What follows belongs to an exercise in optimizing a design on an open flow for small area; a production flow would make more cautious choices.
The RTL was checked by simulation tests, not by an equivalence proof against the original design.
Power figures rest on the tool's default switching activity, not on a simulated workload.

===== design/flow/run.sh =====
#!/bin/bash
# synth_recipe.tcl (not shown) runs the flow's synth.tcl, then flattens the netlist and writes it again
# the make line also repeats each setting of config.mk as NAME=value (left out here)
make -C /OpenROAD-flow-scripts/flow DESIGN_CONFIG=/design/flow/config.mk WORK_HOME=/design/flow/orfs CLKGATE_MAP_FILE= SYNTH_SCRIPT=/design/flow/synth_recipe.tcl finish

===== design/flow/config.mk =====
export PLATFORM = sky130hd
export DESIGN_NAME = qoiEncoderTop
export DESIGN_NICKNAME = qoiEncoderTop
export VERILOG_FILES = /design/flow/design.v
export SDC_FILE = /design/flow/constraint.sdc
export NUM_CORES = 4
export LEC_CHECK = 0
export CAP_MARGIN = 20
export CORE_MARGIN = 2
export CORE_UTILIZATION = 35
export SLEW_MARGIN = 20

===== design/flow/constraint.sdc =====
create_clock -name core_clock -period 11.0 [get_ports {clk}]
set_input_delay 2.2000 -clock core_clock [delete_from_list [all_inputs] [get_ports {clk}]]
set_output_delay 2.2000 -clock core_clock [all_outputs]
set_load 0.01 [all_outputs]

===== design/flow/design.v =====
package qoiPkg;
	typedef struct packed {
		logic [7:0] r;
		logic [7:0] g;
		logic [7:0] b;
		logic [7:0] a;
	} pixelT;
	typedef struct packed {
		pixelT pixel;
		logic last;
	} pixelBeatT;
	typedef enum logic [2:0] {
		CHUNK_NONE,
		CHUNK_INDEX,
		CHUNK_DIFF,
		CHUNK_LUMA,
		CHUNK_RGB,
		CHUNK_RGBA
	} chunkKindT;
	typedef struct packed {
		logic [5:0] runLength;
		chunkKindT kind;
		pixelT pixel;
		logic [5:0] index;
		logic [5:0] deltaR;
		logic [5:0] deltaG;
		logic [5:0] deltaB;
		logic last;
	} chunkT;
endpackage
`timescale 1ns/1ns
module qoiEncoderTop (
	input logic clk,
	input logic reset,
	input logic pixelValid,
	input qoiPkg::pixelT pixelData,
	input logic pixelLast,
	output logic pixelReady,
	output logic byteValid,
	output logic [7:0] byteData,
	output logic byteLast,
	input logic byteReady
);
	localparam int W = 26;
	localparam int N = 64;
	typedef enum logic [2:0] {
		S_IDLE,
		S_RUN,
		S_LOOK,
		S_BYTES,
		S_ACC,
		S_END,
		S_CLRW,
		S_CLEAR
	} stateT;
	stateT state;
	logic [5:0] slot;
	logic [N*W-1:0] ringD;
	logic [N-1:0] ringV;
	logic [31:0] prev;
	logic [5:0] run;
	logic [2:0] pos;
	logic hitF;
	logic lastF;
	logic [7:0] r, g, b, a;
	logic [5:0] h;
	logic [W-1:0] headD;
	logic headV;
	logic rep;
	logic [5:0] runNext;
	logic [7:0] dr, dg, db, dgr, dgb;
	logic [7:0] drB, dgB, dbB, dgL, dgrL, dgbL;
	logic alphaSame, diffFits, lumaFits;
	logic hit, atSlot, wr, clr;
	logic advance;
	logic [2:0] nBytes;
	logic [7:0] opByte;
	assign r = pixelData.r;
	assign g = pixelData.g;
	assign b = pixelData.b;
	assign a = pixelData.a;
	assign h = 6'(r * 3 + g * 5 + b * 7 + a * 11);
	assign headD = ringD[N*W-1 -: W];
	assign headV = ringV[N-1];
	assign atSlot = (slot == h);
	assign hit = headV ? (headD == pixelData[31:6]) : (pixelData == 32'd0);
	assign wr = (state == S_LOOK) && atSlot && !hit;
	assign clr = (state == S_CLEAR);
	assign rep = (pixelData == prev);
	assign runNext = run + 6'd1;
	assign dr = r - prev[31:24];
	assign dg = g - prev[23:16];
	assign db = b - prev[15:8];
	assign dgr = dr - dg;
	assign dgb = db - dg;
	assign alphaSame = (a == prev[7:0]);
	assign drB = dr + 8'd2;
	assign dgB = dg + 8'd2;
	assign dbB = db + 8'd2;
	assign dgL = dg + 8'd32;
	assign dgrL = dgr + 8'd8;
	assign dgbL = dgb + 8'd8;
	assign diffFits = (drB[7:2] == 6'd0) && (dgB[7:2] == 6'd0) && (dbB[7:2] == 6'd0);
	assign lumaFits = (dgL[7:6] == 2'd0) && (dgrL[7:4] == 4'd0) && (dgbL[7:4] == 4'd0);
	always_comb begin
		nBytes = 3'd1;
		opByte = 8'h00;
		if (hitF) begin
			opByte = {2'b00, h};
		end else if (alphaSame && diffFits) begin
			opByte = {2'b01, drB[1:0], dgB[1:0], dbB[1:0]};
		end else if (alphaSame && lumaFits) begin
			nBytes = 3'd2;
			opByte = (pos == 3'd0) ? {2'b10, dgL[5:0]} : {dgrL[3:0], dgbL[3:0]};
		end else begin
			nBytes = alphaSame ? 3'd4 : 3'd5;
			case (pos)
				3'd0: opByte = alphaSame ? 8'hFE : 8'hFF;
				3'd1: opByte = r;
				3'd2: opByte = g;
				3'd3: opByte = b;
				default: opByte = a;
			endcase
		end
	end
	assign byteValid = (state == S_RUN) || (state == S_BYTES) || (state == S_END);
	assign byteLast = (state == S_END) && (pos == 3'd7);
	assign advance = byteValid && byteReady;
	always_comb begin
		case (state)
			S_RUN: byteData = {2'b11, run - 6'd1};
			S_END: byteData = {7'd0, byteLast};
			default: byteData = opByte;
		endcase
	end
	assign pixelReady = ((state == S_IDLE) && rep) || (state == S_ACC);
	always_ff @(posedge clk) begin
		ringD <= {ringD[(N-1)*W-1:0], wr ? pixelData[31:6] : headD};
		ringV <= {ringV[N-2:0], !clr && (wr || headV)};
	end
	always_ff @(posedge clk) begin
		if (clr) begin
			prev <= 32'h000000FF;
			run <= 6'd0;
			pos <= 3'd0;
		end else begin
			case (state)
				S_IDLE: begin
					if (pixelValid) begin
						if (rep) begin
							run <= runNext;
							lastF <= pixelLast;
						end else begin
							lastF <= 1'b0;
						end
					end
				end
				S_LOOK: begin
					hitF <= hit;
					pos <= 3'd0;
				end
				S_BYTES: begin
					if (advance)
						pos <= (pos == nBytes - 3'd1) ? 3'd0 : pos + 3'd1;
				end
				S_ACC: prev <= pixelData;
				S_RUN: begin
					if (advance)
						run <= 6'd0;
				end
				S_END: begin
					if (advance)
						pos <= pos + 3'd1;
				end
				default: ;
			endcase
		end
	end
	always_ff @(posedge clk or posedge reset) begin
		if (reset) begin
			state <= S_CLEAR;
			slot <= 6'd0;
		end else begin
			slot <= slot + 6'd1;
			case (state)
				S_IDLE: begin
					if (pixelValid) begin
						if (rep) begin
							if (runNext == 6'(62) || pixelLast)
								state <= S_RUN;
						end else if (run != 6'd0) begin
							state <= S_RUN;
						end else begin
							state <= S_LOOK;
						end
					end
				end
				S_LOOK: if (atSlot) state <= S_BYTES;
				S_BYTES: if (advance && pos == nBytes - 3'd1) state <= S_ACC;
				S_ACC: state <= pixelLast ? S_END : S_IDLE;
				S_RUN: if (advance) state <= lastF ? S_END : S_IDLE;
				S_END: if (advance && pos == 3'd7) state <= S_CLRW;
				S_CLRW: if (slot == 6'(N - 1)) state <= S_CLEAR;
				S_CLEAR: if (slot == 6'(N - 1)) state <= S_IDLE;
				default: state <= S_IDLE;
			endcase
		end
	end
endmodule

==> results of run 1 <==
[per-layer routing]
metal	track usage [%]	vias up	share of wire [%]
met3	3.74	134	6.2
met2	14.3	320	39
met5	0	-	0.14
li1	-	8843	-
met1	14.5	8218	51
met4	4.59	12	3.0
[power groups by stage]
| stage | Clock [mW] | Sequential [mW] | Combinational (mW) |
|---|---|---|---|
| after detailed placement | 0 | 6.85 | 2.35 |
| after global placement | 0 | 6.85 | 2.36 |
| after CTS | 5.58 | 6.71 | 2.38 |
| after global routing | 5.85 | 6.73 | 2.66 |
| final | 5.43 | 6.71 | 2.36 |
| after floorplan | 0 | 6.80 | 1.72 |
[worst max-delay path, cell delays in order]
cell,delay [ps]
clkdlybuf4s50_1,760
ha_1,580
nand2_1,80
a211oi_1,280
nor2b_1,110
xnor2_1,450
buf_4,250
xor2_1,150
ha_1,280
o21ai_0,100
o21bai_1,90
a21oi_1,170
xnor2_1,150
xnor2_1,130
or4_1,480
a21oi_1,140
buf_4,230
mux2i_1,100
o41ai_1,500
buf_4,230
clkdlybuf4s50_1,530
[state kept, by name, summed over array words and instances, names as in the netlist]
register	flops
slot	6
state	3
ringD	1664
hitF	1
prev	32
pos	3
lastF	1
ringV	64
run	6
[final cells by class]
class                      count  area [sq um]
clock buffer                 240          4610
clock inverter                54           713
sequential                  1780         35700
tap                         1536          1920
multi-input combinational    705          5420
inverter                      92           345
fill                       10500         68600
antenna                        1          2.50
timing repair buffer          70           643
[cell families after synthesis]
kind of cell | count (synthesis) | synth area share, %
AO/OA/AOI/OAI | 189 | 2.92
XOR/XNOR | 97 | 2.15
AND/OR/NAND/NOR | 273 | 3.24
multiplexers | 40 | 1.01
adder cells (fa/ha/maj) | 106 | 3.69
flip-flops | 1780 | 85.8
buffers and inverters | 131 | 1.19
[metrics by stage]
step                      instances  instance area [sq um]  hold slack (ps)  setup slack (ps)
after floorplan                2616                  41600              310              2290
after global placement         4183                  44000              310               770
after detailed placement       4183                  44000              312               800
after CTS                      4477                  49400              293               775
after global routing           4478                  49400              305               427
final                          4478                  49400              292               795
[worst paths after layout]
path	from	to	slack, ps	cells after the start
max in group asynchronous	reset	state[0]	8890	2
setup reg to reg	prev[16]	pos[2]	6250	19
hold / removal	ringD[1388]	ringD[1414]	290	0
hold reg to reg	ringD[1388]	ringD[1414]	290	0
min in group asynchronous	reset	slot[0]	1790	2
setup / recovery	pixelData[20]	byteData[7]	800	21
[placed cells by master (no fill, tap or decap), types with 6 or more instances in the layout]
cell type	netlist	routed
a2111oi_0	6	6
clkinvlp_4	0	6
a211oi_1	6	6
and3_1	11	11
nor4_1	13	13
nand2_1	109	109
clkbuf_8	0	37
buf_4	0	23
ha_1	78	78
xnor2_1	51	51
a21oi_1	74	74
clkdlybuf4s50_1	0	47
nor3_1	18	17
mux2_2	17	17
dfxtp_1	1769	1769
clkinv_2	0	22
a21o_1	8	8
inv_1	91	91
mux2i_1	23	23
o22ai_1	6	6
nand3_1	23	23
dfrtp_1	6	6
o211ai_1	10	10
inv_6	0	6
nand4_1	12	12
nor2_1	39	39
bufinv_16	0	9
nor2b_1	9	9
fa_1	28	28
o21ai_0	33	33
xor2_1	43	43
clkbuf_16	0	157
nand2b_1	7	7
clkbuf_1	35	46
==> results.yml, run 1 <==
synth:
  synthDistinctLibCells: 76
  async_flop_share_pct: 0.506
  syn_inst: 2616
  ys.flop_type: "dfxtp_1"
  synth_top_area_share_pct: 85.1
  avgSynthCellArea_sq_um: 15.9
  synth_area_leaders: "dfxtp_1, ha_1, fa_1"
  netlist_area_sq_mm: 0.0416
  synth_area_leader_cell: "dfxtp_1"
  ys_seq_area_share_pct: 85.8
  synthesis.nets: 2759
  synth_seq_cells: 1780
  synth_warnings: 1
  synth_edf_count: 2
  yosysMostFrequentCell: "dfxtp_1"
  synthTopCellsByCount: "dfxtp_1, nand2_1, inv_1"
cts:
  clock_latency_ps: 730
  cts_tree: "done"
  ctsHoldBuffers: 0
  cts_sinks: 1780
  cts_setup_buffers: 0
  cts_buffers: 157
  h-tree-depth: 4
  root_buffer: "clkbuf_16"
  path_clk_slew_ps: 60
  clockBufferDepth: 3
  cts_resized: 0
worst_setup_path:
  crit_path_start_kind: "input pin"
  critPathRequiredTime_ps: 8800
  crit_arrival_ps: 8000
  cp-end-kind: "primary output"
  cp_max_fo: 11
  critical_path_class: "input pin to primary output"
floorplan:
  row_count: 126
  start_util_pct: 35.3
  io_pins: 48
  dieArea_sq_mm: 0.122
  core-area_sq_mm: 0.118
  fp.dieH_um: 349
  die_x_um: 349
power:
  vdd_drop_max_uv: 170
  p_int_mw: 10.8
  swShare_pct: 25.8
  p_comb_share_pct: 16.3
  total_power_mw: 14.5
  netSwitchingPower_mw: 3.74
  power_frac_seq_pct: 46.3
  clkPwrFrac_pct: 37.4
  p_leak_nw: 19.9
  power_density_mw_per_mm2: 294
grt:
  grt_max_degree: 39
  antenna_found_initial: 11
  grt_first_pass_wirelength_mm: 98.3
  gr-usage-all-layers_pct: 10.4
  overflow: 0
  grt_pass1_vias: 17600
timing:
  timing.setup.tns_ps: 0
  period_needed_ps: 10200
  worst_slew_pin_slew_ps: 1120
  finClkSkew_ps: 34.9
  clock.fmax_mhz: 98.0
  post-route-period-util_pct: 92.8
  relSlewSlack_pct: 23.2
  slew_violations: 0
  finalSetupViolations: 0
  hold_viol: 0
  grt_setup_unrepaired: "no"
cells_and_area:
  post-route-util_pct: 41.9
  drive_gt1_share_pct: 10.3
  syn2layout_area_growth_pct: 18.6
  nNetsFinal: 2949
drt:
  vias: 17500
  drtIter0Drc: 910
  viasPerCell: 3.91
  dr.pass1.iters: 4
  routedWlPerCell_um: 13.8
  finalWirelength_mm: 61.8
  drcViolationCount: 0
  ant_nets: 0
status:
  status: "finished clean"
placed_design:
  dp_hpwl_mm: 37.1
  place.gp.congestion: 0.832
  port_buffers: 47
hold_path:
  min_path_type: "flip-flop to flip-flop"
job:
  maxCapViolations: 0
==> run 2: changes to the inputs <==
--- a/design/flow/design.v
+++ b/design/flow/design.v
@@ -71,3 +71,2 @@
 	logic [7:0] dr, dg, db, dgr, dgb;
-	logic [7:0] drB, dgB, dbB, dgL, dgrL, dgbL;
 	logic alphaSame, diffFits, lumaFits;
@@ -81,3 +80,4 @@
 	assign a = pixelData.a;
-	assign h = 6'(r * 3 + g * 5 + b * 7 + a * 11);
+	assign h = (r[5:0] + {r[4:0], 1'b0}) + (g[5:0] + {g[3:0], 2'b0})
+		+ ({b[2:0], 3'b0} - b[5:0]) + (a[5:0] + {a[4:0], 1'b0} + {a[2:0], 3'b0});
 	assign headD = ringD[N*W-1 -: W];
@@ -96,10 +96,6 @@
 	assign alphaSame = (a == prev[7:0]);
-	assign drB = dr + 8'd2;
-	assign dgB = dg + 8'd2;
-	assign dbB = db + 8'd2;
-	assign dgL = dg + 8'd32;
-	assign dgrL = dgr + 8'd8;
-	assign dgbL = dgb + 8'd8;
-	assign diffFits = (drB[7:2] == 6'd0) && (dgB[7:2] == 6'd0) && (dbB[7:2] == 6'd0);
-	assign lumaFits = (dgL[7:6] == 2'd0) && (dgrL[7:4] == 4'd0) && (dgbL[7:4] == 4'd0);
+	assign diffFits = (dr[7:1] == 7'h00 || dr[7:1] == 7'h7F) && (dg[7:1] == 7'h00 || dg[7:1] == 7'h7F)
+		&& (db[7:1] == 7'h00 || db[7:1] == 7'h7F);
+	assign lumaFits = (dg[7:5] == 3'h0 || dg[7:5] == 3'h7) && (dgr[7:3] == 5'h00 || dgr[7:3] == 5'h1F)
+		&& (dgb[7:3] == 5'h00 || dgb[7:3] == 5'h1F);
 	always_comb begin
@@ -110,6 +106,6 @@
 		end else if (alphaSame && diffFits) begin
-			opByte = {2'b01, drB[1:0], dgB[1:0], dbB[1:0]};
+			opByte = {2'b01, ~dr[1], dr[0], ~dg[1], dg[0], ~db[1], db[0]};
 		end else if (alphaSame && lumaFits) begin
 			nBytes = 3'd2;
-			opByte = (pos == 3'd0) ? {2'b10, dgL[5:0]} : {dgrL[3:0], dgbL[3:0]};
+			opByte = (pos == 3'd0) ? {2'b10, ~dg[5], dg[4:0]} : {~dgr[3], dgr[2:0], ~dgb[3], dgb[2:0]};
 		end else begin
--- a/design/flow/config.mk
+++ b/design/flow/config.mk
@@ -10,2 +10,3 @@
 export CORE_UTILIZATION = 35
+export CTS_BUF_LIST = sky130_fd_sc_hd__clkbuf_4
 export SLEW_MARGIN = 20
==> results.yml, run 2 <==
synth:
  synthTopCellsByCount: "dfxtp_1, nand2_1, inv_1"
  ys_seq_area_share_pct: 86.7
  synth_area_leaders: "dfxtp_1, ha_1, xnor2_1"
  synthesis.nets: 2679
  synthDistinctLibCells: 73
  synth_seq_cells: 1780
  ys.flop_type: "dfxtp_1"
  async_flop_share_pct: 0.506
  synth_edf_count: 2
  synth_top_area_share_pct: 85.9
  syn_inst: 2565
  yosysMostFrequentCell: "dfxtp_1"
  avgSynthCellArea_sq_um: 16.1
  netlist_area_sq_mm: 0.0412
  synth_area_leader_cell: "dfxtp_1"
  synth_warnings: 1
power:
  power_density_mw_per_mm2: 274
  power_frac_seq_pct: 51.1
  p_comb_share_pct: 12.2
  netSwitchingPower_mw: 3.32
  p_int_mw: 10.0
  vdd_drop_max_uv: 95.3
  p_leak_nw: 19.8
  swShare_pct: 24.9
  clkPwrFrac_pct: 36.7
timing:
  hold-worst-slack_ps: 257
  finalSetupViolations: 0
  worst_slew_pin_slew_ps: 846
  clock.fmax_mhz: 100
  slew_violations: 0
  finClkSkew_ps: 87.2
  hold_viol: 0
  post-route-period-util_pct: 90.9
  grt_setup_unrepaired: "no"
  period_needed_ps: 10000
  timing.setup.tns_ps: 0
  relSlewSlack_pct: 43.6
cells_and_area:
  syn2layout_area_growth_pct: 18.0
  final_cell_mix: "dfxtp_1, clkbuf_4, nand2_1"
  top_regs: "ringD x1664, ringV x64, prev x32"
  nNetsFinal: 3116
  top_register: "ringD"
  layout_commonest_cell: "dfxtp_1"
  largest_reg_flops: 1664
  drive_gt1_share_pct: 21.1
worst_setup_path:
  critical_path_class: "input pin to primary output"
  cp_max_fo: 9
  cp-end-kind: "primary output"
  crit_path_start_kind: "input pin"
  crit_arrival_ps: 7800
  critPathRequiredTime_ps: 8800
grt:
  gr-usage-all-layers_pct: 10.7
  overflow: 0
  grt_pass1_vias: 19400
  use_met3_pct: 4.51
  gr-usage-met2_pct: 14.9
  busiest_layer: "met2"
  antenna_found_initial: 10
  grt_first_pass_wirelength_mm: 102
  grt_max_degree: 37
  met1_usage_pct: 14.2
cts:
  path_clk_slew_ps: 60
  cts_buffers: 410
  cts_tree: "done"
  clockBufferDepth: 4
  clock_latency_ps: 1110
  h-tree-depth: 5
  cts_setup_buffers: 0
  ctsHoldBuffers: 0
  root_buffer: "clkbuf_4"
  cts_resized: 0
  cts_sinks: 1780
drt:
  vias: 18600
  routedWlPerCell_um: 13.0
  drcViolationCount: 0
  viasPerCell: 3.87
  drtIter0Drc: 832
  dr.pass1.iters: 4
  finalWirelength_mm: 62.6
  ant_nets: 0
floorplan:
  start_util_pct: 35.4
  core-area_sq_mm: 0.117
  dieArea_sq_mm: 0.120
  row_count: 125
  fp.dieH_um: 347
  die_x_um: 347
  io_pins: 48
placed_design:
  place.gp.congestion: 0.849
  dp_hpwl_mm: 36.2
  port_buffers: 47
hold_path:
  min_path_type: "flip-flop to flip-flop"
job:
  maxCapViolations: 0
status:
  status: "finished clean"
-- run 2: worst paths after layout --
kind,slack (ps),cells after the start,endpoint,startpoint
max,1000,17,byteData[3],pixelData[17]
min,260,0,ringD[775],ringD[749]
max reg2reg,6790,12,pos[0],prev[16]
min reg2reg,260,0,ringD[775],ringD[749]
max in group asynchronous,9270,2,slot[2],reset
min in group asynchronous,1430,2,slot[1],reset
-- run 2: kinds of logic (layout without fill, tap and decap cells) --
family | after synthesis | count (layout) | share of synthesized area, %
compound gates | 188 | 188 | 3.21
xor+xnor | 92 | 92 | 2.02
other cells | 0 | 7 | 0
mux | 34 | 34 | 0.896
buf+inv | 115 | 833 | 1.06
fa+ha+maj | 79 | 79 | 2.88
simple gates | 277 | 277 | 3.28
flops | 1780 | 1780 | 86.7
-- run 2: stage by stage --
stage / util, % / setup slack [ps] / cell area [sq um] / total power, mW / cells
3_5_place_dp: 37.4 / 997 / 43600 / 8.60 / 4114
3_3_place_gp: 37.4 / 1050 / 43600 / 8.60 / 4114
2_1_floorplan: - / 2800 / 41200 / 8.06 / 2565
5_1_grt: 41.7 / 570 / 48600 / 14.1 / 4811
6_report: 41.7 / 996 / 48600 / 13.3 / 4814
4_1_cts: 41.7 / 966 / 48600 / 13.6 / 4807
-- run 2: routing by layer --
layer	part of all wire, %	vias up
li1	-	9434
met1	50	8667
met2	41	390
met3	5.8	124
met4	2.4	8
met5	0.082	-
-- run 2: cell type report --
cell class                 instances  area, sq um
clock buffer                     617         4630
clock inverter                    76          433
inverter                          79          297
tap                             1524         1910
fill                           10600        67900
timing repair buffer              61          576
multi-input combinational        670         5070
antenna                            7         17.5
sequential                      1780        35700
-- run 2: power groups by stage --
stage	sequential, mW	clock (mW)	combinational (mW)
final	6.83	4.89	1.63
after global routing	6.85	5.47	1.81
after CTS	6.83	5.11	1.65
after detailed placement	6.97	0	1.64
after global placement	6.96	0	1.64
after floorplan	6.91	0	1.16
-- run 2: critical path: stages --
cell             delay [ps]
clkdlybuf4s50_1         790
inv_1                   240
fa_1                    500
nand2b_1                200
a21oi_1                 180
xnor2_1                 360
inv_1                   160
ha_1                    360
a21oi_1                  80
maj3_1                  360
xnor2_1                 150
or3_1                   370
mux2i_1                 220
and3b_1                 530
mux2_2                  390
o21ai_1                 140
clkdlybuf4s50_1         560
==> run 3: changes to the inputs <==
==> design/flow/flow/run.sh (new file) <==
#!/bin/bash
# Standard layout, but clock tree synthesis without dummy loads.
set -euo pipefail
bash standard.sh "CTS_ARGS=-sink_clustering_enable -repair_clock_nets -dont_use_dummy_load -buf_list sky130_fd_sc_hd__clkbuf_4" finish > flow.log 2>&1
==> design/flow/standard.sh (new file) <==
#!/bin/bash
# synth_recipe.tcl (not shown) runs the flow's synth.tcl, then flattens the netlist and writes it again
# the make line also repeats each setting of config.mk as NAME=value (left out here)
make -C /OpenROAD-flow-scripts/flow DESIGN_CONFIG=/design/flow/config.mk WORK_HOME=/design/flow/orfs CLKGATE_MAP_FILE= SYNTH_SCRIPT=/design/flow/synth_recipe.tcl "${@:-finish}"
removed: design/flow/run.sh
==> results.yml, run 3 <==
drt:
  dr.pass1.iters: 5
  vias: 18200
  drcViolationCount: 0
  routedWlPerCell_um: 13.5
  finalWirelength_mm: 61.3
  drtIter0Drc: 841
  viasPerCell: 4.01
  ant_nets: 0
job:
  maxCapViolations: 0
synth:
  synth_xor_area_share_pct: 2.02
  syn_inst: 2565
  synth_edf_count: 2
  synth_top_family_by_area: "simple AND/OR/NAND/NOR gates"
  synthAdderAreaFrac_pct: 2.88
  ys.flop_type: "dfxtp_1"
  synth_compound_area_share_pct: 3.21
  synth_top_area_share_pct: 85.9
  yosys.area_share.simple_pct: 3.28
  synthMuxAreaShare_pct: 0.896
  ys_seq_area_share_pct: 86.7
  synth_warnings: 1
  synth_area_leader_cell: "dfxtp_1"
  async_flop_share_pct: 0.506
  yosysMostFrequentCell: "dfxtp_1"
  synthDistinctLibCells: 73
  synthTopCellsByCount: "dfxtp_1, nand2_1, inv_1"
  netlist_area_sq_mm: 0.0412
  avgSynthCellArea_sq_um: 16.1
  synth_area_leaders: "dfxtp_1, ha_1, xnor2_1"
  synthesis.nets: 2679
  synth_seq_cells: 1780
timing:
  hold_viol: 0
  finClkSkew_ps: 110
  slew_violations: 0
  timing.setup.tns_ps: 0
  clock.fmax_mhz: 100
  finalSetupViolations: 0
  grt_setup_unrepaired: "no"
  post-route-period-util_pct: 90.7
  period_needed_ps: 9980
  relSlewSlack_pct: 43.9
  worst_slew_pin_slew_ps: 841
grt:
  grt_pass1_vias: 19100
  gr-usage-all-layers_pct: 10.6
  overflow: 0
  grt_max_degree: 37
  antenna_found_initial: 10
  grt_first_pass_wirelength_mm: 99.8
worst_setup_path:
  critPathRequiredTime_ps: 8800
  reg2reg_depth: 12
  crit_path_start_kind: "input pin"
  cp-end-kind: "primary output"
  critical_path_class: "input pin to primary output"
  r2r_slack_ps: 6810
  cp_max_fo: 9
  r2r-start: "prev[16]"
  crit_arrival_ps: 7780
  reg2reg_to: "pos[0]"
  crit_start: "pixelData[17]"
cells_and_area:
  top_regs: "ringD x1664, ringV x64, prev x32"
  largest_reg_flops: 1664
  layout_commonest_cell: "dfxtp_1"
  drive_gt1_share_pct: 15.6
  top_register: "ringD"
  nNetsFinal: 3116
  syn2layout_area_growth_pct: 13.2
  final_cell_count_no_fill: 4535
  final_cell_mix: "dfxtp_1, clkbuf_4, nand2_1"
power:
  p_comb_share_pct: 13.4
  power_density_mw_per_mm2: 260
  vdd_drop_max_uv: 88.0
  p_int_mw: 9.08
  netSwitchingPower_mw: 3.04
  swShare_pct: 25.1
  power_frac_seq_pct: 56.3
  clkPwrFrac_pct: 30.2
  p_leak_nw: 18.6
floorplan:
  row_count: 125
  io_pins: 48
  core-area_sq_mm: 0.117
  start_util_pct: 35.4
  die_x_um: 347
  dieArea_sq_mm: 0.120
  fp.dieH_um: 347
hold_path:
  holdPathStages: 0
  min_path_type: "flip-flop to flip-flop"
  holdPathEnd: "ringD[621]"
  min-delay-start: "ringD[595]"
cts:
  cts_sinks: 1780
  cts_buffers: 410
  cts_tree: "done"
  ctsHoldBuffers: 0
  h-tree-depth: 5
  cts_resized: 0
  cts_setup_buffers: 0
  path_clk_slew_ps: 60
  clock_latency_ps: 1130
  clockBufferDepth: 4
  root_buffer: "clkbuf_4"
status:
  status: "finished clean"
placed_design:
  dp_hpwl_mm: 36.2
  place.gp.congestion: 0.849
  dpl.cell_count: 4114
  port_buffers: 47
[run 3: power groups by stage]
stage               clock network (mW)  registers (mW)  logic (mW)
floorplan                            0            6.91        1.16
global placement                     0            6.96        1.64
detailed placement                   0            6.97        1.64
CTS                               3.88            6.83        1.65
global route                      4.22            6.85        1.81
finish                            3.66            6.83        1.63
[run 3: worst max-delay path, cell delays in order]
cell             delay [ps]
clkdlybuf4s50_1         780
inv_1                   240
fa_1                    500
nand2b_1                210
a21oi_1                 180
xnor2_1                 360
inv_1                   160
ha_1                    360
a21oi_1                  80
maj3_1                  360
xnor2_1                 150
or3_1                   370
mux2i_1                 220
and3b_1                 530
mux2_2                  390
o21ai_1                 130
clkdlybuf4s50_1         560
[run 3: worst max-delay path by stage]
| stage | endpoint |
|---|---|
| floorplan | byteData[5] |
| global placement | byteData[5] |
| detailed placement | byteData[3] |
| CTS | byteData[3] |
| global route | byteData[3] |
| finish | byteData[3] |
[run 3: cells by family (layout without fill, tap and decap cells)]
logic type,count (synthesis),after routing
AOI/OAI and AO/OA,188,188
xor gates and xnor gates,92,92
adders and majority gates,79,79
buffers and inverters,115,550
DFF,1780,1780
muxes,34,34
other,0,11
and+or+nand+nor,277,277
[run 3: final cells by class]
class,instances,area [sq um]
repair buffers,61,576
diodes,11,27.5
fillers,10700,69900
clock buffers,410,3080
flip-flops and latches,1780,35700
well taps,1524,1910
inverters,79,297
multi-input cells,670,5070
[run 3: through the flow]
stage | util, % | hold WS (ps) | setup WS (ps) | total power [mW] | cell area (sq um)
global route | 40.0 | 202 | 570 | 12.9 | 46600
floorplan | - | 310 | 2800 | 8.06 | 41200
finish | 40.0 | 225 | 1020 | 12.1 | 46700
detailed placement | 37.4 | 312 | 997 | 8.60 | 43600
global placement | 37.4 | 310 | 1050 | 8.60 | 43600
CTS | 40.0 | 191 | 966 | 12.4 | 46600
[run 3: per-layer routing]
metal | GRT usage (%) | part of all wire (%) | vias to the layer above
met1 | 14.0 | 50 | 8473
met5 | 0 | 0.096 | -
met4 | 5.40 | 2.3 | 8
li1 | - | - | 9181
met2 | 14.5 | 41 | 407
met3 | 4.49 | 6.3 | 122
==> run 4: changes to the inputs <==
==> design/flow/flow/run.sh (replaced) <==
#!/bin/bash
# The standard layout with two changes: the clock tree is built from clkbuf_8 leaf buffers
# driving clusters of up to 20 flip-flops, without dummy loads, and the port buffers are buf_1.
set -euo pipefail
bash standard.sh \
  "CTS_ARGS=-sink_clustering_enable -repair_clock_nets -dont_use_dummy_load -buf_list sky130_fd_sc_hd__clkbuf_8 -sink_clustering_size 20 -sink_clustering_max_diameter 60" \
  "BUFFER_PORTS_ARGS=-buffer_cell sky130_fd_sc_hd__buf_1" \
  finish > flow.log 2>&1
--- a/design/flow/config.mk
+++ b/design/flow/config.mk
@@ -9,4 +9,4 @@
 export CORE_MARGIN = 2
-export CORE_UTILIZATION = 35
-export CTS_BUF_LIST = sky130_fd_sc_hd__clkbuf_4
+export CORE_UTILIZATION = 50
+export PLACE_DENSITY = 0.65
 export SLEW_MARGIN = 20
==> results.yml, run 4 <==
status:
  status: "finished clean"
synth:
  synth_warnings: 1
  synthTopCellsByCount: "dfxtp_1, nand2_1, inv_1"
  synthesis.nets: 2679
  avgSynthCellArea_sq_um: 16.1
  synth_area_leader_cell: "dfxtp_1"
  netlist_area_sq_mm: 0.0412
  ys.flop_type: "dfxtp_1"
  synthDistinctLibCells: 73
  synth_edf_count: 2
  yosysMostFrequentCell: "dfxtp_1"
  synth_area_leaders: "dfxtp_1, ha_1, xnor2_1"
  ys_seq_area_share_pct: 86.7
  synth_seq_cells: 1780
  syn_inst: 2565
  synth_top_area_share_pct: 85.9
  async_flop_share_pct: 0.506
drt:
  finalWirelength_mm: 61.3
  viasPerCell: 4.47
  drcViolationCount: 0
  routedWlPerCell_um: 16.3
  dr.pass1.iters: 5
  drtIter0Drc: 912
  ant_nets: 0
  vias: 16800
cells_and_area:
  top_register: "ringD"
  syn2layout_area_growth_pct: 7.06
  fillers: 6494
  largest_reg_flops: 1664
  top_regs: "ringD x1664, ringV x64, prev x32"
  nNetsFinal: 2807
  drive_gt1_share_pct: 5.91
  final_cell_mix: "dfxtp_1, clkbuf_8, nand2_1"
  layout_commonest_cell: "dfxtp_1"
floorplan:
  start_util_pct: 50.3
  die_x_um: 291
  core-area_sq_mm: 0.0818
  dieArea_sq_mm: 0.0847
  fp.dieH_um: 291
  io_pins: 48
  row_count: 105
placed_design:
  dp_hpwl_mm: 38.7
  place.gp.congestion: 0.833
  port_buffers: 47
timing:
  clock.fmax_mhz: 106
  post-route-period-util_pct: 85.7
  relSlewSlack_pct: 34.4
  slew_violations: 0
  timing.setup.tns_ps: 0
  period_needed_ps: 9420
  hold-worst-slack_ps: 281
  finClkSkew_ps: 117
  finalSetupViolations: 0
  hold_viol: 0
  worst_slew_pin_slew_ps: 983
  grt_setup_unrepaired: "no"
worst_setup_path:
  critical_path_class: "input pin to primary output"
  slowest_delay_ps: 730
  crit_path_cell_trace: "buf_1, inv_1, fa_1, nand2b_1, a21o_1, a311oi_1, ha_1, xor2_1, a31oi_1, a2111oi_0, mux2_2, and3b_1, mux2_2, o21ai_1, buf_1"
  critical-path-top-delay-family: "compound AO/OA/AOI/OAI gates"
  cp-end-kind: "primary output"
  critPathRequiredTime_ps: 8800
  crit_arrival_ps: 7220
  crit_path_start_kind: "input pin"
  cp_max_fo: 8
  worst_path_max_delay_cell: "a311oi_1"
  cp_num_buf_inv: 3
power:
  p_leak_nw: 17.4
  power_density_mw_per_mm2: 249
  vdd_drop_max_uv: 125
grt:
  overflow: 0
  grt_pass1_vias: 17000
  gr-usage-all-layers_pct: 14.7
  grt_first_pass_wirelength_mm: 96.7
  grt_max_degree: 37
  antenna_found_initial: 7
cts:
  ctsHoldBuffers: 0
  root_buffer: "clkbuf_8"
  cts_buffers: 104
  h-tree-depth: 3
  cts_tree: "done"
  cts_sinks: 1780
  path_clk_slew_ps: 100
  clock_latency_ps: 730
  clockBufferDepth: 3
  cts_resized: 0
  cts_setup_buffers: 0
hold_path:
  min_path_type: "flip-flop to flip-flop"
job:
  maxCapViolations: 0
[run 4: kinds of logic (layout without fill, tap and decap cells)]
kind of cell	after synthesis	after routing	synth area share (%)
buffers and inverters	115	241	1.06
flip-flops	1780	1780	86.7
other	0	4	0
multiplexers	34	34	0.896
AND/OR/NAND/NOR	277	277	3.28
AO/OA/AOI/OAI	188	188	3.21
adder cells (fa/ha/maj)	79	79	2.88
XOR/XNOR	92	92	2.02
[run 4: final timing paths]
path | start | endpoint | slack [ps] | depth (start not counted)
worst max register to register | prev[1] | pos[1] | 6710 | 10
max in group asynchronous | reset | state[1] | 9230 | 2
worst max-delay path | pixelData[17] | byteData[3] | 1580 | 15
worst min register to register | ringD[1480] | ringD[1506] | 280 | 0
min in group asynchronous | reset | slot[0] | 1410 | 2
worst min-delay path | ringD[1480] | ringD[1506] | 280 | 0
[run 4: final cells by class]
cell class / count / area (sq um) / area share [%]
flip-flops and latches: 1780 / 35700 / 80.9
clock buffers: 104 / 1430 / 3.24
multi-input cells: 670 / 5070 / 11.5
inverters: 79 / 297 / 0.672
diodes: 4 / 10.0 / 0.0227
repair buffers: 58 / 259 / 0.587
well taps: 1070 / 1340 / 3.04
[run 4: per-layer routing]
layer  up-vias  share of wire (%)  global-route usage [%]
met5         -              0.093                       0
met4         8                2.8                    5.24
met3       129                5.4                    3.57
met2       314                 41                    21.3
met1      7951                 51                    21.5
li1       8438                  -                       -
[run 4: where the power goes]
part	total [mW]	switching (mW)	internal, mW
Sequential	6.83	0.120	6.71
Combinational	1.61	0.989	0.621
Clock	2.54	1.69	0.850
[run 4: worst register-to-register path, stage by stage, from the launching register on]
cell,delay [ps]
dfxtp_1,330
xor2_1,150
nor4_1,730
nand2_1,440
nand4b_1,320
or4b_1,590
a222oi_1,600
o211ai_1,200
a221oi_2,260
o211a_2,310
o21ai_0,120
[run 4: stage by stage]
step	utilization [%]	power (mW)	setup WS [ps]	std cells	instance area [sq um]
2_1_floorplan	-	8.06	2800	2565	41200
3_3_place_gp	52.1	8.60	1740	3657	42700
3_5_place_dp	52.1	8.59	1590	3657	42700
4_1_cts	53.9	11.1	1560	3761	44100
5_1_grt	53.9	11.5	1220	3762	44100
6_report	53.9	11.0	1580	3765	44100
==> run 5: changes to the inputs <==
--- a/design/flow/design.v
+++ b/design/flow/design.v
@@ -90,7 +90,16 @@
 	assign runNext = run + 6'd1;
-	assign dr = r - prev[31:24];
-	assign dg = g - prev[23:16];
-	assign db = b - prev[15:8];
-	assign dgr = dr - dg;
-	assign dgb = db - dg;
+	function automatic logic [7:0] sub8(input logic [7:0] x, input logic [7:0] y);
+		logic bw;
+		sub8 = '0;
+		bw = 1'b0;
+		for (int i = 0; i < 8; i++) begin
+			sub8[i] = x[i] ^ y[i] ^ bw;
+			bw = (~x[i] & y[i]) | (~(x[i] ^ y[i]) & bw);
+		end
+	endfunction
+	assign dr = sub8(r, prev[31:24]);
+	assign dg = sub8(g, prev[23:16]);
+	assign db = sub8(b, prev[15:8]);
+	assign dgr = sub8(dr, dg);
+	assign dgb = sub8(db, dg);
 	assign alphaSame = (a == prev[7:0]);
==> results.yml, run 5 <==
worst_setup_path:
  crit_arrival_ps: 8360
  cp_max_fo: 11
  r2r_slack_ps: 4980
  crit_path_start_kind: "input pin"
  reg2reg_depth: 18
  critPathRequiredTime_ps: 8800
  cp-end-kind: "primary output"
  critical_path_class: "input pin to primary output"
  r2r-start: "prev[16]"
  reg2reg_to: "pos[0]"
power:
  power_density_mw_per_mm2: 250
  p_leak_nw: 17.3
  vdd_drop_max_uv: 131
drt:
  viasPerCell: 4.41
  vias: 16200
  drcViolationCount: 0
  drtIter0Drc: 976
  dr.pass1.iters: 5
  routedWlPerCell_um: 16.3
  finalWirelength_mm: 60.0
  ant_nets: 0
cells_and_area:
  top_regs: "ringD x1664, ringV x64, prev x32"
  final_cell_mix: "dfxtp_1, clkbuf_8, nand2_1"
  layout_commonest_cell: "dfxtp_1"
  top_register: "ringD"
  design_area_sq_mm: 0.0437
  post-route-util_pct: 54.2
  drive_gt1_share_pct: 5.36
  syn2layout_area_growth_pct: 7.15
  largest_reg_flops: 1664
  nNetsFinal: 2743
synth:
  synth_area_leader_cell: "dfxtp_1"
  synth_seq_cells: 1780
  ys_seq_area_share_pct: 87.6
  syn_inst: 2484
  synth_edf_count: 2
  synth_area_leaders: "dfxtp_1, fa_1, ha_1"
  avgSynthCellArea_sq_um: 16.4
  async_flop_share_pct: 0.506
  yosysMostFrequentCell: "dfxtp_1"
  synthesis.nets: 2613
  netlist_area_sq_mm: 0.0408
  ys.flop_type: "dfxtp_1"
  synthDistinctLibCells: 68
  synth_top_area_share_pct: 86.9
  synth_warnings: 1
  synthTopCellsByCount: "dfxtp_1, nand2_1, inv_1"
grt:
  overflow: 0
  grt_pass1_vias: 16400
  grt_max_degree: 38
  gr-usage-all-layers_pct: 14.6
  antenna_found_initial: 5
  grt_first_pass_wirelength_mm: 94.0
cts:
  cts_tree: "done"
  cts_resized: 0
  clock_latency_ps: 740
  h-tree-depth: 3
  path_clk_slew_ps: 100
  cts_sinks: 1780
  clockBufferDepth: 3
  cts_setup_buffers: 0
  cts_buffers: 104
  root_buffer: "clkbuf_8"
  ctsHoldBuffers: 0
status:
  status: "finished clean"
timing:
  relSlewSlack_pct: 28.8
  finalSetupViolations: 0
  period_needed_ps: 10560
  post-route-period-util_pct: 96.0
  worst_slew_pin_slew_ps: 1070
  grt_setup_unrepaired: "no"
  timing.setup.tns_ps: 0
  hold-worst-slack_ps: 250
  finClkSkew_ps: 106
  hold_viol: 0
  slew_violations: 0
  clock.fmax_mhz: 94.7
floorplan:
  row_count: 104
  core-area_sq_mm: 0.0805
  io_pins: 48
  fp.dieH_um: 289
  dieArea_sq_mm: 0.0838
  start_util_pct: 50.6
  die_x_um: 289
placed_design:
  place.gp.congestion: 0.849
  port_buffers: 47
  dpl_cell_area_sq_mm: 0.0422
  dp_hpwl_mm: 37.7
job:
  maxCapViolations: 0
hold_path:
  min_path_type: "flip-flop to flip-flop"
  min-delay-start: "ringD[613]"
  holdPathEnd: "ringD[639]"
  holdPathStages: 0
run 5: cell count changes after synthesis, moves of 9 or more:
cell and change:
ha_1 -9, fa_1 +24, nor2_1 -15, xor2_1 -9, mux2_2 -17, inv_1 +12
xnor2_1 -10
run 5: routing by layer:
layer / global-route usage, % / routed length [um]
met1: 23.1 / 32300
met2: 19.3 / 22700
met3: 3.78 / 3310
met4: 4.42 / 1550
met5: 0 / 55
run 5: worst max path at each step:
stage | startpoint | end | cells past startpoint
6_report | pixelData[16] | byteData[3] | 22
2_1_floorplan | pixelData[16] | byteData[1] | 20
3_5_place_dp | pixelData[16] | byteData[3] | 22
5_1_grt | pixelData[16] | byteData[3] | 22
4_1_cts | pixelData[16] | byteData[3] | 22
3_3_place_gp | pixelData[16] | byteData[2] | 22
run 5: per-stage QoR:
| step | total power, mW | cells | setup WS, ps |
|---|---|---|---|
| 3_3_place_gp | 8.51 | 3568 | 456 |
| 4_1_cts | 11.0 | 3672 | 397 |
| 3_5_place_dp | 8.51 | 3568 | 401 |
| 2_1_floorplan | 7.92 | 2484 | 1280 |
| 6_report | 10.9 | 3674 | 439 |
| 5_1_grt | 11.4 | 3673 | 135 |
run 5: report_power, final:
part	switching, mW	internal [mW]
clock network	1.68	0.851
logic	0.964	0.621
registers	0.127	6.66
total	2.78	8.14
run 5: worst max-delay path: stages:
cell,delay (ps)
buf_1,80
inv_1,80
ha_1,150
inv_1,50
fa_1,380
fa_1,410
fa_1,400
fa_1,390
fa_1,380
fa_1,600
inv_1,150
fa_1,560
or4b_2,630
nor3_1,190
o21bai_1,80
a21oi_1,280
nor2b_1,180
buf_4,210
mux2i_1,190
a21oi_1,90
o21ai_0,460
buf_1,200
run 5: logic make-up (layout without fill, tap and decap cells):
family	after synthesis	after routing	share of synthesized area, %
compound gates	145	145	2.22
xor+xnor	77	77	1.87
fa+ha+maj	92	92	3.76
buf+inv	133	261	1.26
flops	1780	1780	87.6
mux	16	16	0.414
other cells	0	2	0
simple gates	241	241	2.86
run 5: area by class of cell:
cell class / count / area [sq um]
multi-input cells: 571 / 4550
flip-flops and latches: 1780 / 35700
diodes: 2 / 5.00
well taps: 1060 / 1330
clock buffers: 104 / 1430
repair buffers: 65 / 312
fillers: 6362 / 36900
inverters: 92 / 345
==> run 6: changes to the inputs <==
==> design/flow/flow/run.sh (replaced) <==
#!/bin/bash
# The standard layout (standard.sh) with three changes:
# - synthesis maps logic with an area-oriented abc script (flow/synth_area.tcl);
# - the clock tree is built from clkbuf_8 leaf buffers driving clusters of up to 20
#   flip-flops, without dummy loads;
# - the port buffers are buf_1.
# make and every tool it runs log to orfs/logs/; the make output is in flow.log.
set -euo pipefail
here=$(pwd)
export AREA_ABC_SCRIPT=$here/flow/abc_area.script
export FLOW_SYNTH_TCL=$here/synth_recipe.tcl
bash standard.sh \
  "SYNTH_SCRIPT=$here/flow/synth_area.tcl" \
  "CTS_ARGS=-sink_clustering_enable -repair_clock_nets -dont_use_dummy_load -buf_list sky130_fd_sc_hd__clkbuf_8 -sink_clustering_size 20 -sink_clustering_max_diameter 60" \
  "BUFFER_PORTS_ARGS=-buffer_cell sky130_fd_sc_hd__buf_1" \
  finish > flow.log 2>&1
==> design/flow/flow/abc_area.script (new file) <==
strash
dc2
dch -f
map -a
strash
dc2
dch -f
map -a
strash
balance
rewrite
refactor
balance
rewrite
rewrite -z
balance
refactor -z
rewrite -z
balance
dch -f
map -a
topo
==> design/flow/flow/synth_area.tcl (new file) <==
# The standard synthesis (synth_recipe.tcl, which sources ORFS's synth.tcl) with one change:
# abc runs an area-oriented script (flow/abc_area.script) in place of ORFS's speed script.
# Every other pass, and so every register and its name, is the standard synthesis's.
proc abc {args} {
  set i [lsearch -exact $args -script]
  if { $i >= 0 } { lset args [expr { $i + 1 }] $::env(AREA_ABC_SCRIPT) }
  yosys abc {*}$args
}
source $::env(FLOW_SYNTH_TCL)
==> results.yml, run 6 <==
worst_setup_path:
  worst_path_most_repeated_cell: "fa_1"
  worst_path_max_delay_cell: "o41ai_1"
  crit_path_cell_trace: "buf_1, clkinv_1, ha_1, clkinv_1, fa_1, fa_1, fa_1, fa_1, fa_1, fa_1, clkinv_1, fa_1, clkinv_1, o41ai_1, nand3_1, nor2_1, clkinv_1, o21ai_0, a21oi_1, o221ai_1, buf_1"
  cp-end-kind: "primary output"
  critPathRequiredTime_ps: 8800
  critical_path_class: "input pin to primary output"
  cp_max_fo: 9
  slowest_delay_ps: 610
  crit_arrival_ps: 8300
  crit_path_start_kind: "input pin"
drt:
  vias: 16100
  finalWirelength_mm: 57.8
  drcViolationCount: 0
  viasPerCell: 4.38
  dr.pass1.iters: 5
  ant_nets: 0
  routedWlPerCell_um: 15.8
  drtIter0Drc: 790
timing:
  finClkSkew_ps: 112
  worst_slew_pin_slew_ps: 1110
  relSlewSlack_pct: 25.9
  hold-worst-slack_ps: 263
  period_needed_ps: 10500
  finalSetupViolations: 0
  clock.fmax_mhz: 95.2
  timing.setup.tns_ps: 0
  hold_viol: 0
  grt_setup_unrepaired: "no"
  post-route-period-util_pct: 95.4
  slew_violations: 0
  setup_ws_ps: 501
cts:
  cts_setup_buffers: 0
  cts_sinks: 1780
  clock_latency_ps: 730
  clockBufferDepth: 3
  cts_resized: 0
  cts_tree: "done"
  ctsHoldBuffers: 0
  root_buffer: "clkbuf_8"
  path_clk_slew_ps: 110
  cts_buffers: 105
  h-tree-depth: 3
power:
  p_leak_nw: 16.7
  power_frac_seq_pct: 69.6
  swShare_pct: 20.1
  power_density_mw_per_mm2: 215
  p_comb_share_pct: 3.0
  netSwitchingPower_mw: 1.86
  total_power_mw: 9.28
  vdd_drop_max_uv: 117
  p_int_mw: 7.42
  clkPwrFrac_pct: 27.4
grt:
  grt_max_degree: 42
  grt_pass1_vias: 16300
  overflow: 0
  antenna_found_initial: 2
  gr-usage-all-layers_pct: 14.3
  grt_first_pass_wirelength_mm: 92.0
synth:
  synthesis.nets: 2582
  synthTopCellsByCount: "dfxtp_1, clkinv_1, nand2_1"
  synth_top_family_by_area: "adder cells"
  async_flop_share_pct: 0.506
  synth_area_leader_cell: "dfxtp_1"
  synth_area_leaders: "dfxtp_1, fa_1, clkinv_1"
  netlist_area_sq_mm: 0.0402
  yosys.area_share.simple_pct: 2.30
  syn_inst: 2453
  synth_warnings: 1
  synth_seq_cells: 1780
  synth_top_area_share_pct: 88.1
  synthMuxAreaShare_pct: 0
  synth_edf_count: 2
  synthDistinctLibCells: 38
  avgSynthCellArea_sq_um: 16.4
  synthAdderAreaFrac_pct: 3.82
  ys.flop_type: "dfxtp_1"
  ys_seq_area_share_pct: 88.8
  synth_compound_area_share_pct: 2.95
  synth_xor_area_share_pct: 0.828
  yosysMostFrequentCell: "dfxtp_1"
cells_and_area:
  layout_commonest_cell: "dfxtp_1"
  syn2layout_area_growth_pct: 7.43
  post-route-util_pct: 54.5
  top_regs: "ringD x1664, ringV x64, prev x32"
  final_cell_mix: "dfxtp_1, clkinv_1, clkbuf_8"
  largest_reg_flops: 1664
  drive_gt1_share_pct: 4.60
  top_register: "ringD"
  nNetsFinal: 2741
placed_design:
  port_buffers: 47
  post-place-ws_ps: 550
  dp_hpwl_mm: 37.0
  place.gp.congestion: 0.844
floorplan:
  row_count: 103
  fp.dieH_um: 288
  io_pins: 48
  die_x_um: 288
  core-area_sq_mm: 0.0793
  dieArea_sq_mm: 0.0827
  start_util_pct: 50.7
status:
  status: "finished clean"
hold_path:
  min_path_type: "flip-flop to flip-flop"
job:
  maxCapViolations: 0
## run 6: power groups by stage
stage          Sequential [mW]  Combinational, mW  Clock, mW
4_1_cts                   6.46              0.287       2.66
2_1_floorplan             6.61              0.178          0
3_3_place_gp              6.61              0.285          0
5_1_grt                   6.46              0.308       2.90
6_report                  6.46              0.277       2.55
3_5_place_dp              6.61              0.285          0
## run 6: cells by family after synthesis
logic type / after synthesis
DFF: 1780
and+or+nand+nor: 214
AOI/OAI and AO/OA: 190
buffers and inverters: 139
adders and majority gates: 92
xor gates and xnor gates: 38
## run 6: worst max-delay path: cells and delay by family
family                     cells  cell delay (ps)
adders and majority gates      8             3250
and+or+nand+nor                2              560
buffers and inverters          7             1190
AOI/OAI and AO/OA              4             1090
## run 6: worst paths after layout
| path | start | to | slack (ps) | depth (start not counted) |
|---|---|---|---|---|
| max in group asynchronous | reset | state[0] | 9270 | 2 |
| worst min-delay path | ringD[1131] | ringD[1157] | 260 | 0 |
| worst min register to register | ringD[1131] | ringD[1157] | 260 | 0 |
| min in group asynchronous | reset | slot[1] | 1460 | 2 |
| worst max-delay path | pixelData[16] | byteData[0] | 500 | 21 |
| worst max register to register | prev[17] | pos[2] | 5150 | 19 |
## run 6: cell type report
| type | instances | area, sq um |
|---|---|---|
| Antenna cell | 3 | 7.51 |
| Clock buffer | 105 | 1450 |
| Fill cell | 6370 | 36100 |
| Inverter | 139 | 522 |
| Multi-Input combinational cell | 534 | 3990 |
| Sequential cell | 1780 | 35700 |
| Tap cell | 1050 | 1310 |
| Timing Repair Buffer | 52 | 214 |
## run 6: metrics by stage
step / cell area (sq um) / instances
2_1_floorplan: 40200 / 2453
3_3_place_gp: 41700 / 3555
3_5_place_dp: 41700 / 3555
4_1_cts: 43200 / 3660
5_1_grt: 43200 / 3661
6_report: 43200 / 3663
## run 6: layer usage
layer | global-route usage, % | share of wire, % | vias up | wire (um)
met5 | 0 | 0.026 | - | 15
met4 | 4.47 | 2.4 | 2 | 1370
met3 | 3.03 | 4.6 | 107 | 2640
met2 | 21.0 | 41 | 256 | 24000
met1 | 21.3 | 52 | 7679 | 29800
li1 | - | - | 8007 | -
==> run 7: changes to the inputs <==
==> design/flow/design.v (replaced) <==
package qoiPkg;
	typedef struct packed {
		logic [7:0] r;
		logic [7:0] g;
		logic [7:0] b;
		logic [7:0] a;
	} pixelT;
	typedef struct packed {
		pixelT pixel;
		logic last;
	} pixelBeatT;
	typedef enum logic [2:0] {
		CHUNK_NONE,
		CHUNK_INDEX,
		CHUNK_DIFF,
		CHUNK_LUMA,
		CHUNK_RGB,
		CHUNK_RGBA
	} chunkKindT;
	typedef struct packed {
		logic [5:0] runLength;
		chunkKindT kind;
		pixelT pixel;
		logic [5:0] index;
		logic [5:0] deltaR;
		logic [5:0] deltaG;
		logic [5:0] deltaB;
		logic last;
	} chunkT;
endpackage
`timescale 1ns/1ns
module qoiEncoderTop (
	input logic clk,
	input logic reset,
	input logic pixelValid,
	input qoiPkg::pixelT pixelData,
	input logic pixelLast,
	output logic pixelReady,
	output logic byteValid,
	output logic [7:0] byteData,
	output logic byteLast,
	input logic byteReady
);
	localparam int W = 26;
	localparam int N = 64;
	typedef enum logic [3:0] {
		S_WAIT,    
		S_PASS,
		S_DEC,     
		S_RUN,
		S_LOOK,
		S_BYTES,
		S_ACC,
		S_END,
		S_CLRW,
		S_CLEAR
	} stateT;
	stateT state;
	logic [5:0] slot;
	logic [N*W-1:0] ringD;
	logic [N-1:0] ringV;
	logic [31:0] prev;
	logic first;
	logic pass2;
	logic passLoad;
	logic borrow;
	logic [5:0] hash;
	logic notSame;
	logic alphaDiffers;
	logic diffOut;
	logic lumaOut;
	logic [5:0] run;
	logic [2:0] pos;
	logic hitF;
	logic lastF;
	logic [4:0] t;
	logic [2:0] k;
	logic [1:0] ch;
	logic passing;
	logic x, y, d, bwNext, bwIn;
	logic insBit;
	logic [5:0] weight;
	logic [W-1:0] headD;
	logic headV;
	logic hit, atSlot, wr, clr;
	logic rep, alphaSame;
	logic [5:0] runNext;
	logic advance;
	logic [2:0] nBytes;
	logic [7:0] opByte;
	assign t = slot[4:0];
	assign k = t[2:0];
	assign ch = t[4:3];
	assign passing = (state == S_PASS);
	always_comb begin
		if (pass2) begin
			x = prev[0];
			y = t[4] ? prev[24] : prev[8];
		end else begin
			x = pixelData[t];
			y = first ? (ch == 2'd0) : prev[0];
		end
	end
	assign bwIn = (k != 3'd0) && borrow;
	assign d = x ^ y ^ bwIn;
	assign bwNext = (!x && y) || (!(x ^ y) && bwIn);
	always_comb begin
		if (passLoad)
			insBit = pixelData[t];
		else if (pass2 && !ch[0])
			insBit = prev[0];
		else
			insBit = d;
	end
	always_comb begin
		case (ch)
			2'd0: weight = 6'd11 << k;
			2'd1: weight = 6'd7 << k;
			2'd2: weight = 6'd5 << k;
			default: weight = 6'd3 << k;
		endcase
		if (k[2:1] == 2'b11)
			weight = 6'd0;
	end
	assign headD = ringD[N*W-1 -: W];
	assign headV = ringV[N-1];
	assign atSlot = (slot == hash);
	assign hit = headV ? (headD == pixelData[31:6]) : (pixelData == 32'd0);
	assign wr = (state == S_LOOK) && atSlot && !hit;
	assign clr = (state == S_CLEAR);
	assign rep = !notSame;
	assign alphaSame = !alphaDiffers;
	assign runNext = run + 6'd1;
	always_comb begin
		nBytes = 3'd1;
		opByte = 8'h00;
		if (hitF) begin
			opByte = {2'b00, hash};
		end else if (alphaSame && !diffOut) begin
			opByte = {2'b01, ~prev[25], prev[24], ~prev[17], prev[16], ~prev[9], prev[8]};
		end else if (alphaSame && !lumaOut) begin
			nBytes = 3'd2;
			opByte = (pos == 3'd0) ? {2'b10, ~prev[21], prev[20:16]}
				: {~prev[27], prev[26:24], ~prev[11], prev[10:8]};
		end else begin
			nBytes = alphaSame ? 3'd4 : 3'd5;
			case (pos)
				3'd0: opByte = alphaSame ? 8'hFE : 8'hFF;
				3'd1: opByte = pixelData.r;
				3'd2: opByte = pixelData.g;
				3'd3: opByte = pixelData.b;
				default: opByte = pixelData.a;
			endcase
		end
	end
	assign byteValid = (state == S_RUN) || (state == S_BYTES) || (state == S_END);
	assign byteLast = (state == S_END) && (pos == 3'd7);
	assign advance = byteValid && byteReady;
	always_comb begin
		case (state)
			S_RUN: byteData = {2'b11, run - 6'd1};
			S_END: byteData = {7'd0, byteLast};
			default: byteData = opByte;
		endcase
	end
	assign pixelReady = (state == S_ACC);
	always_ff @(posedge clk) begin
		ringD <= {ringD[(N-1)*W-1:0], wr ? pixelData[31:6] : headD};
		ringV <= {ringV[N-2:0], !clr && (wr || headV)};
	end
	always_ff @(posedge clk) begin
		if (passing)
			prev <= {insBit, prev[31:1]};
	end
	always_ff @(posedge clk) begin
		if (passing) begin
			borrow <= bwNext;
			if (passLoad) begin
			end else if (!pass2) begin
				hash <= ((t == 5'd0) ? 6'd0 : hash) + (x ? weight : 6'd0);
				notSame <= ((t == 5'd0) ? 1'b0 : notSame) || (x ^ y);
				alphaDiffers <= ((t == 5'd0) ? 1'b0 : alphaDiffers) || ((ch == 2'd0) && (x ^ y));
				diffOut <= ((t == 5'd0) ? 1'b0 : diffOut)
					|| ((ch != 2'd0) && (k >= 3'd2) && (d != prev[31]));
				lumaOut <= ((t == 5'd0) ? 1'b0 : lumaOut)
					|| ((ch == 2'd2) && (k >= 3'd6) && (d != prev[31]));
			end else begin
				lumaOut <= lumaOut || (ch[0] && (k >= 3'd4) && (d != prev[31]));
			end
		end
	end
	always_ff @(posedge clk) begin
		if (clr) begin
			first <= 1'b1;
			pass2 <= 1'b0;
			passLoad <= 1'b0;
			run <= 6'd0;
			pos <= 3'd0;
		end else begin
			case (state)
				S_DEC: begin
					lastF <= 1'b0;
					if (rep) begin
						run <= runNext;
						passLoad <= 1'b1;
					end
				end
				S_LOOK: begin
					if (atSlot) begin
						hitF <= hit;
						pos <= 3'd0;
						if (!hit && alphaSame && diffOut && !lumaOut)
							pass2 <= 1'b1;
					end
				end
				S_BYTES: begin
					if (advance) begin
						pos <= (pos == nBytes - 3'd1) ? 3'd0 : pos + 3'd1;
						if (pos == nBytes - 3'd1) begin
							pass2 <= 1'b0;
							passLoad <= 1'b1;
						end
					end
				end
				S_ACC: begin
					first <= 1'b0;
					passLoad <= 1'b0;
					lastF <= pixelLast;
				end
				S_RUN: begin
					if (advance)
						run <= 6'd0;
				end
				S_END: begin
					if (advance)
						pos <= pos + 3'd1;
				end
				default: ;
			endcase
		end
	end
	always_ff @(posedge clk or posedge reset) begin
		if (reset) begin
			state <= S_CLEAR;
			slot <= 6'd0;
		end else begin
			slot <= slot + 6'd1;
			case (state)
				S_WAIT: if (pixelValid && t == 5'd31) state <= S_PASS;
				S_PASS: if (t == 5'd31) state <= passLoad ? S_ACC : (pass2 ? S_BYTES : S_DEC);
				S_DEC: begin
					if (rep) begin
						state <= S_WAIT;
					end else if (run != 6'd0) begin
						state <= S_RUN;
					end else begin
						state <= S_LOOK;
					end
				end
				S_LOOK: begin
					if (atSlot) begin
						if (!hit && alphaSame && diffOut && !lumaOut)
							state <= S_WAIT;
						else
							state <= S_BYTES;
					end
				end
				S_BYTES: if (advance && pos == nBytes - 3'd1) state <= S_WAIT;
				S_ACC: begin
					if (rep)
						state <= (run == 6'(62) || pixelLast) ? S_RUN : S_WAIT;
					else
						state <= pixelLast ? S_END : S_WAIT;
				end
				S_RUN: if (advance) state <= lastF ? S_END : (notSame ? S_LOOK : S_WAIT);
				S_END: if (advance && pos == 3'd7) state <= S_CLRW;
				S_CLRW: if (slot == 6'(N - 1)) state <= S_CLEAR;
				S_CLEAR: if (slot == 6'(N - 1)) state <= S_WAIT;
				default: state <= S_CLEAR;
			endcase
		end
	end
endmodule
==> results.yml, run 7 <==
synth:
  synth_area_leaders: "dfxtp_1, edfxtp_1, clkinv_1"
  synthTopCellsByCount: "dfxtp_1, clkinv_1, nor2_1"
  ys.flop_type: "dfxtp_1"
  syn_inst: 2343
  avgSynthCellArea_sq_um: 16.8
  ys_seq_area_share_pct: 92.6
  synth_warnings: 1
  netlist_area_sq_mm: 0.0394
  yosysMostFrequentCell: "dfxtp_1"
  synth_area_leader_cell: "dfxtp_1"
  synth_seq_cells: 1795
  synth_top_area_share_pct: 88.5
  async_flop_share_pct: 0.557
  synthDistinctLibCells: 36
  synth_edf_count: 45
  synthesis.nets: 2404
floorplan:
  die_x_um: 285
  core-area_sq_mm: 0.0777
  io_pins: 48
  start_util_pct: 50.6
  row_count: 102
  fp.dieH_um: 285
  dieArea_sq_mm: 0.0810
cts:
  h-tree-depth: 3
  cts_setup_buffers: 0
  cts_buffers: 105
  clockBufferDepth: 3
  cts_resized: 0
  cts_tree: "done"
  root_buffer: "clkbuf_8"
  cts_sinks: 1795
  path_clk_slew_ps: 110
  ctsHoldBuffers: 0
  clock_latency_ps: 740
timing:
  finClkSkew_ps: 89.2
  worst_slew_pin_slew_ps: 1030
  period_needed_ps: 5870
  post-route-period-util_pct: 53.3
  clock.fmax_mhz: 170
  timing.setup.tns_ps: 0
  relSlewSlack_pct: 30.6
  setup_ws_ps: 5130
  slew_violations: 0
  hold_viol: 0
  grt_setup_unrepaired: "no"
  finalSetupViolations: 0
worst_setup_path:
  crit_arrival_ps: 3670
  critPathRequiredTime_ps: 8800
  slowest_delay_ps: 340
  critical_path_class: "input pin to primary output"
  crit_path_start_kind: "input pin"
  worst_path_most_repeated_cell: "buf_1"
  worst_path_max_delay_cell: "o221ai_1"
  cp_max_fo: 3
  cp-end-kind: "primary output"
  crit_path_cell_trace: "buf_1, a22oi_1, nand2_1, o221ai_1, a21oi_1, a211oi_1, o21ai_0, buf_1"
cells_and_area:
  syn2layout_area_growth_pct: 7.55
  drive_gt1_share_pct: 4.60
  top_register: "ringD"
  largest_reg_flops: 1664
  top_regs: "ringD x1664, ringV x64, prev x32"
  final_cell_mix: "dfxtp_1, clkbuf_8, clkinv_1"
  layout_commonest_cell: "dfxtp_1"
  nNetsFinal: 2562
  design_area_sq_mm: 0.0423
drt:
  drcViolationCount: 0
  ant_nets: 0
  vias: 15400
  routedWlPerCell_um: 15.2
  dr.pass1.iters: 5
  drtIter0Drc: 717
  viasPerCell: 4.35
  finalWirelength_mm: 53.8
placed_design:
  dp_hpwl_mm: 32.9
  place.gp.congestion: 0.820
  dpl_cell_area_sq_mm: 0.0409
  post-place-ws_ps: 5150
  port_buffers: 47
grt:
  overflow: 0
  grt_first_pass_wirelength_mm: 86.7
  gr-usage-all-layers_pct: 13.6
  grt_pass1_vias: 15500
  antenna_found_initial: 23
  grt_max_degree: 55
power:
  power_density_mw_per_mm2: 217
  p_leak_nw: 16.4
  vdd_drop_max_uv: 146
job:
  maxCapViolations: 0
hold_path:
  min_path_type: "flip-flop to flip-flop"
status:
  status: "finished clean"
-- run 7: changes by cell type after synthesis, sizes merged, moves of 8 or more --
| cell | before | now |
|---|---|---|
| a21oi | 26 | 64 |
| clkinv | 139 | 103 |
| dfxtp | 1769 | 1740 |
| edfxtp | 2 | 45 |
| fa | 51 | 2 |
| ha | 41 | 22 |
| nand2 | 103 | 57 |
| nand3 | 15 | 25 |
| nand4 | 19 | 11 |
| nor2 | 51 | 95 |
| nor3 | 11 | 20 |
| o21ai | 66 | 48 |
| o22ai | 37 | 11 |
| xnor2 | 19 | 3 |
-- run 7: power breakdown --
group          total [mW]  switching (mW)  leakage, nW  internal (mW)
Sequential           6.55         0.00789         14.6           6.54
Clock                2.55            1.70        0.755          0.859
Combinational      0.0643          0.0471         1.08         0.0172
Total                9.17            1.75         16.4           7.41
-- run 7: area by class of cell --
type,count,area [sq um]
Sequential cell,1795,36400
Inverter,103,387
Antenna cell,5,12.5
Timing Repair Buffer,51,206
Tap cell,1040,1300
Fill cell,6116,35400
Clock buffer,105,1450
Multi-Input combinational cell,445,2530
-- run 7: layer usage --
| metal | global-route usage (%) | share of wire (%) |
|---|---|---|
| met5 | 0 | 0.24 |
| met4 | 4.92 | 3.1 |
| met3 | 4.17 | 6.4 |
| met2 | 17.9 | 37 |
| met1 | 21.0 | 53 |
-- run 7: cell families (layout without fill, tap and decap cells) --
family | count (synthesis) | after routing | synth area share (%)
AO/OA/AOI/OAI | 189 | 189 | 2.92
XOR/XNOR | 18 | 18 | 0.401
adder cells (fa/ha/maj) | 24 | 24 | 0.801
buffers and inverters | 103 | 259 | 0.983
flip-flops | 1795 | 1795 | 92.6
other | 0 | 5 | 0
AND/OR/NAND/NOR | 214 | 214 | 2.30
-- run 7: metrics by stage --
| step | utilization, % | instances | hold WS [ps] | total power [mW] |
|---|---|---|---|---|
| 3_5_place_dp | 52.6 | 3434 | 312 | 6.76 |
| 4_1_cts | 54.4 | 3539 | 257 | 9.28 |
| 5_1_grt | 54.4 | 3541 | 262 | 9.53 |
| 2_1_floorplan | - | 2343 | 310 | 6.73 |
| 3_3_place_gp | 52.6 | 3434 | 310 | 6.76 |
| 6_report | 54.5 | 3544 | 265 | 9.17 |
-- run 7: path summary, 6_finish.rpt --
path	start	depth (start not counted)	end	slack [ps]
hold reg to reg	ringD[502]	0	ringD[528]	260
hold / removal	ringD[502]	0	ringD[528]	260
setup reg to reg	slot[2]	20	hash[5]	6520
max in group asynchronous	reset	2	state[3]	9270
setup / recovery	pixelData[8]	8	byteData[0]	5130
min in group asynchronous	reset	2	slot[5]	1440
-- run 7: critical path, delay by kind of cell --
kind,cells,cell delay [ps]
buffers and inverters,2,250
AOI/OAI and AO/OA,5,1130
and+or+nand+nor,1,90

## static timing again, ports no longer ideal
No port has a modelled driver above. Below, the same layouts with a new extraction and two added sets of constraints.
Step 1: set_driving_cell puts a clkbuf_16 on clk and a buf_2 on each other input, an assumption about the parent block.
Step 2, shift: input delay + t, output delay - t, t = (earliest + latest rising clock arrival at the registers) / 2. This alone moves slack from input paths to output paths.
Three values: no drivers, after step 1, after step 2; two values: the first two.
| run | t (ns) | slack for setup (ns) | hold slack, ns | latest minus earliest clock arrival (ns) | slew at the worst register clock pin (ns) |
|---|---|---|---|---|---|
| run 1 | 0.788 | 0.795 / 0.606 / 0.606 | 0.292 / 0.292 / 0.292 | 0.046 / 0.046 | 0.07 / 0.07 |
| run 2 | 1.132 | 0.996 / 0.908 / 0.908 | 0.257 / 0.257 / 0.257 | 0.126 / 0.126 | 0.07 / 0.07 |
| run 3 | 1.127 | 1.024 / 0.937 / 0.937 | 0.225 / 0.225 / 0.225 | 0.155 / 0.155 | 0.07 / 0.07 |
| run 4 | 0.734 | 1.576 / 1.492 / 1.492 | 0.281 / 0.281 / 0.281 | 0.134 / 0.134 | 0.12 / 0.12 |
| run 5 | 0.744 | 0.439 / 0.372 / 0.372 | 0.250 / 0.250 / 0.250 | 0.107 / 0.106 | 0.11 / 0.11 |
| run 6 | 0.733 | 0.501 / 0.475 / 0.475 | 0.263 / 0.263 / 0.263 | 0.116 / 0.117 | 0.11 / 0.11 |
| run 7 | 0.756 | 5.133 / 5.076 / 5.076 | 0.265 / 0.265 / 0.265 | 0.102 / 0.101 | 0.12 / 0.12 |
After both steps setup and hold are still met in every run listed. The setup slack of run 1, which loses most, moves by -0.189 ns with the drivers and by -0.189 ns with both steps.
